Context: an optimization exercise on an open-source flow, tuned for a short achievable clock period and few clock cycles per item. The choices shown serve that exercise and are no tape-out recipe. In this exercise RTL edits were held to simulation tests only and were not proved equivalent to the original. No activity file was given, so power comes from the tool's default toggle rates.

main:
==> module fetch_next, before the edit <==
module fetch_next (
    input  logic [31:2] pc,
    input  logic [31:0] inst_rdata,
    input  logic        x_redirect,    
    input  logic [31:2] e_target,
    input  logic        d_redir,       
    input  logic [31:2] d_tgt,
    input  logic        stall,
    input  logic [3:0]   bt_v,         
    input  logic [119:0] bt_key,
    input  logic [119:0] bt_tgt,
    output logic        bt_hit,        
    output logic        f_ub,
    output logic        f_short,
    output logic [31:2] pc_next
);
    logic [5:0]  a, b, g, p, sum;
    logic [6:0]  c;
    logic [31:8] pc_hi_p, pc_hi_m, hi_c1, hi_c0;
    logic [31:2] f_tgt, pc_inc, pc_seq;
    assign f_ub    = (inst_rdata[31:26] == isa_pkg::OP_BEQ) &&
                     (inst_rdata[25:21] == inst_rdata[20:16]);
    assign f_short = (inst_rdata[15:5] == 11'h000) || (inst_rdata[15:5] == 11'h7ff);
    assign a = pc[7:2];
    assign b = inst_rdata[5:0];
    assign g = a & b;
    assign p = a ^ b;
    assign c[0] = 1'b1;
    assign c[1] = g[0] | p[0];
    assign c[2] = g[1] | (p[1] & g[0]) | (p[1] & p[0]);
    assign c[3] = g[2] | (p[2] & g[1]) | (p[2] & p[1] & g[0]) | (p[2] & p[1] & p[0]);
    assign c[4] = g[3] | (p[3] & g[2]) | (p[3] & p[2] & g[1]) |
                  (p[3] & p[2] & p[1] & g[0]) | (p[3] & p[2] & p[1] & p[0]);
    assign c[5] = g[4] | (p[4] & g[3]) | (p[4] & p[3] & g[2]) |
                  (p[4] & p[3] & p[2] & g[1]) | (p[4] & p[3] & p[2] & p[1] & g[0]) |
                  (p[4] & p[3] & p[2] & p[1] & p[0]);
    assign c[6] = g[5] | (p[5] & g[4]) | (p[5] & p[4] & g[3]) |
                  (p[5] & p[4] & p[3] & g[2]) | (p[5] & p[4] & p[3] & p[2] & g[1]) |
                  (p[5] & p[4] & p[3] & p[2] & p[1] & g[0]) |
                  (p[5] & p[4] & p[3] & p[2] & p[1] & p[0]);
    assign sum = p ^ c[5:0];
    assign pc_hi_p = pc[31:8] + 24'd1;
    assign pc_hi_m = pc[31:8] - 24'd1;
    assign hi_c1   = inst_rdata[5] ? pc[31:8] : pc_hi_p;    
    assign hi_c0   = inst_rdata[5] ? pc_hi_m  : pc[31:8];   
    assign f_tgt   = {(c[6] ? hi_c1 : hi_c0), sum};
    logic [3:0]  bt_h;
    logic [31:2] bt_t;
    always_comb begin
        bt_t = '0;
        for (int i = 0; i < 4; i++) begin
            bt_h[i] = bt_v[i] && (bt_key[30*i +: 30] == pc);
            bt_t    = bt_t | ({30{bt_h[i]}} & bt_tgt[30*i +: 30]);
        end
    end
    assign bt_hit  = |bt_h;
    assign pc_inc  = pc + 30'd1;
    assign pc_seq  = bt_hit ? bt_t : pc_inc;
    logic [31:2] pc_alt;
    logic        use_f;
    always_comb begin
        if (x_redirect)   pc_alt = e_target;
        else if (d_redir) pc_alt = d_tgt;
        else if (stall)   pc_alt = pc;
        else              pc_alt = pc_seq;
    end
    assign use_f   = f_ub && !x_redirect && !d_redir && !stall;
    assign pc_next = use_f ? f_tgt : pc_alt;
endmodule
clock: 10.0 ns
lec_check: 0
abc_clock_period_in_ps: 3000
cap_margin: 20
core_margin: 2
core_utilization: 58
slew_margin: 20
synth_hierarchical: 1
standard.sh (not shown) runs the stock make flow with config.mk's settings and CLKGATE_MAP_FILE= SYNTH_SCRIPT=/design/flow/synth_recipe.tcl, a recipe that flattens the netlist after the stock synthesis.
==> flow/flow/run.sh <==
#!/bin/bash
# The standard layout with one change:
#  - setup repair aims well past the 10 ns clock, so the achieved period
#    keeps shrinking;
cp standard.sh standard_sh.copy.log
cp config.mk config_mk.copy.log
export SETUP_SLACK_MARGIN=7
bash standard.sh > standard.log 2>&1
Testbench counts of main, summed over its fixed seeds: cycles 47,980, instrs 47,475.
## Diff of input files: the feature branch against main
--- a/flow/design.v
+++ b/flow/design.v
@@ -132,22 +132,19 @@
             bt_t    = bt_t | ({30{bt_h[i]}} & bt_tgt[30*i +: 30]);
         end
     end
     assign bt_hit  = |bt_h;
     assign pc_inc  = pc + 30'd1;
     assign pc_seq  = bt_hit ? bt_t : pc_inc;
-    logic [31:2] pc_alt;
-    logic        use_f;
     always_comb begin
-        if (x_redirect)   pc_alt = e_target;
-        else if (d_redir) pc_alt = d_tgt;
-        else if (stall)   pc_alt = pc;
-        else              pc_alt = pc_seq;
+        if (x_redirect)                  pc_next = e_target;
+        else if (d_redir)                pc_next = d_tgt;
+        else if (stall)                  pc_next = pc;
+        else if (f_ub)                   pc_next = f_tgt;
+        else                             pc_next = pc_seq;
     end
-    assign use_f   = f_ub && !x_redirect && !d_redir && !stall;
-    assign pc_next = use_f ? f_tgt : pc_alt;
 endmodule
 `timescale 1ns/1ps
 module reg_file (
     input  logic        aclk,
     input  logic        arst_n,
     input  logic [4:0]  ra,
Notes after the runs:
The higher peak supply drop came out of the feature branch. Comparing main and the feature branch, power share of the combinational group is higher on main. Share of the clock period used by the worst path after layout delta for the feature branch relative to main: 0.76 points lower. The feature branch: cell count along the critical path is 6 lower than what main reported. On the feature branch: internal power component is 3.3% lower than what main gave. The feature branch vs main: number of clock-tree buffers in the layout down in the feature branch. Setup slack: the feature branch more than main. The feature branch ends up with a overall global routing resource usage that is 0.22 points higher than in main. Looking at number of filler cells placed in the layout, the feature branch sits 92 above main. For the clock period minus worst slack, the feature branch came in 0.076 ns lower than main did.
Testbench counts of the feature branch, summed over its fixed seeds: cycles 47,980, instrs 47,475.


mips_core_top, a different RTL version from the one above (not shown whole).
For scale: roughly 7600 cells after synthesis, about 90000 um^2 of cells after synthesis.
clock: 10.0 ns
lec_check: 0
abc_clock_period_in_ps: 3000
cap_margin: 20
core_margin: 2
core_utilization: 58
slew_margin: 20
synth_hierarchical: 1
Scripts as last shown in full above: flow/flow/run.sh
Testbench counts at the start, summed over its fixed seeds: cycles 47,980, instrs 47,475.
Edit:
--- a/flow/design.v
+++ b/flow/design.v
@@ -135,16 +135,13 @@
     assign bt_hit  = |bt_h;
     assign pc_inc  = pc + 30'd1;
     assign pc_seq  = bt_hit ? bt_t : pc_inc;
-    logic [31:2] pc_alt;
-    logic        use_f;
     always_comb begin
-        if (x_redirect)   pc_alt = e_target;
-        else if (d_redir) pc_alt = d_tgt;
-        else if (stall)   pc_alt = pc;
-        else              pc_alt = pc_seq;
+        if (x_redirect)                  pc_next = e_target;
+        else if (d_redir)                pc_next = d_tgt;
+        else if (stall)                  pc_next = pc;
+        else if (f_ub)                   pc_next = f_tgt;
+        else                             pc_next = pc_seq;
     end
-    assign use_f   = f_ub && !x_redirect && !d_redir && !stall;
-    assign pc_next = use_f ? f_tgt : pc_alt;
 endmodule
 `timescale 1ns/1ps
 module reg_file (
Outcome: The new run produced a clean layout; critical path depth went up by 1; worst setup slack loses 0.055 ns; power went up slightly; utilization is higher by 0.12 points; sequential cell count is unchanged; global-route usage rose by 0.12 points.
Testbench counts after the change, summed over its fixed seeds: cycles 47,980, instrs 47,475.

==> re-timing with driven ports <==
The results above use ideal ports. As a check the final layouts listed here were re-extracted and re-timed, cells and wires unchanged.
Step 1: set_driving_cell puts a clkbuf_16 on aclk and a buf_2 on each other input, an assumption about the parent block.
Step 2 also shifts input and output timing later by t, the mid clock arrival at the registers, as if the neighbouring blocks saw the same clock.
a / b / c = ideal / step 1 / step 2; a / b = the first two.
run | shift t [ns] | slack for setup (ns) | worst hold slack (ns) | worst setup path after step 2 | worst data-port slew with drivers (ns)
main | 0.923 | 6.438 / 6.414 / 5.670 | 0.322 / 0.322 / 0.322 | input to register | 0.12
the feature branch | 0.922 | 6.514 / 6.443 / 5.555 | 0.326 / 0.326 / 0.326 | input to register | 0.13
the first run of note 2 | 0.933 | 6.347 / 6.373 / 5.440 | 0.314 / 0.314 / 0.314 | input to register | 0.18
the second run of note 2 | 0.929 | 6.293 / 6.343 / 5.414 | 0.317 / 0.317 / 0.317 | input to register | 0.17
After both steps setup and hold are still met in every run listed. The setup slack of the feature branch, which loses most, moves by -0.071 ns with the drivers and by -0.959 ns with both steps.
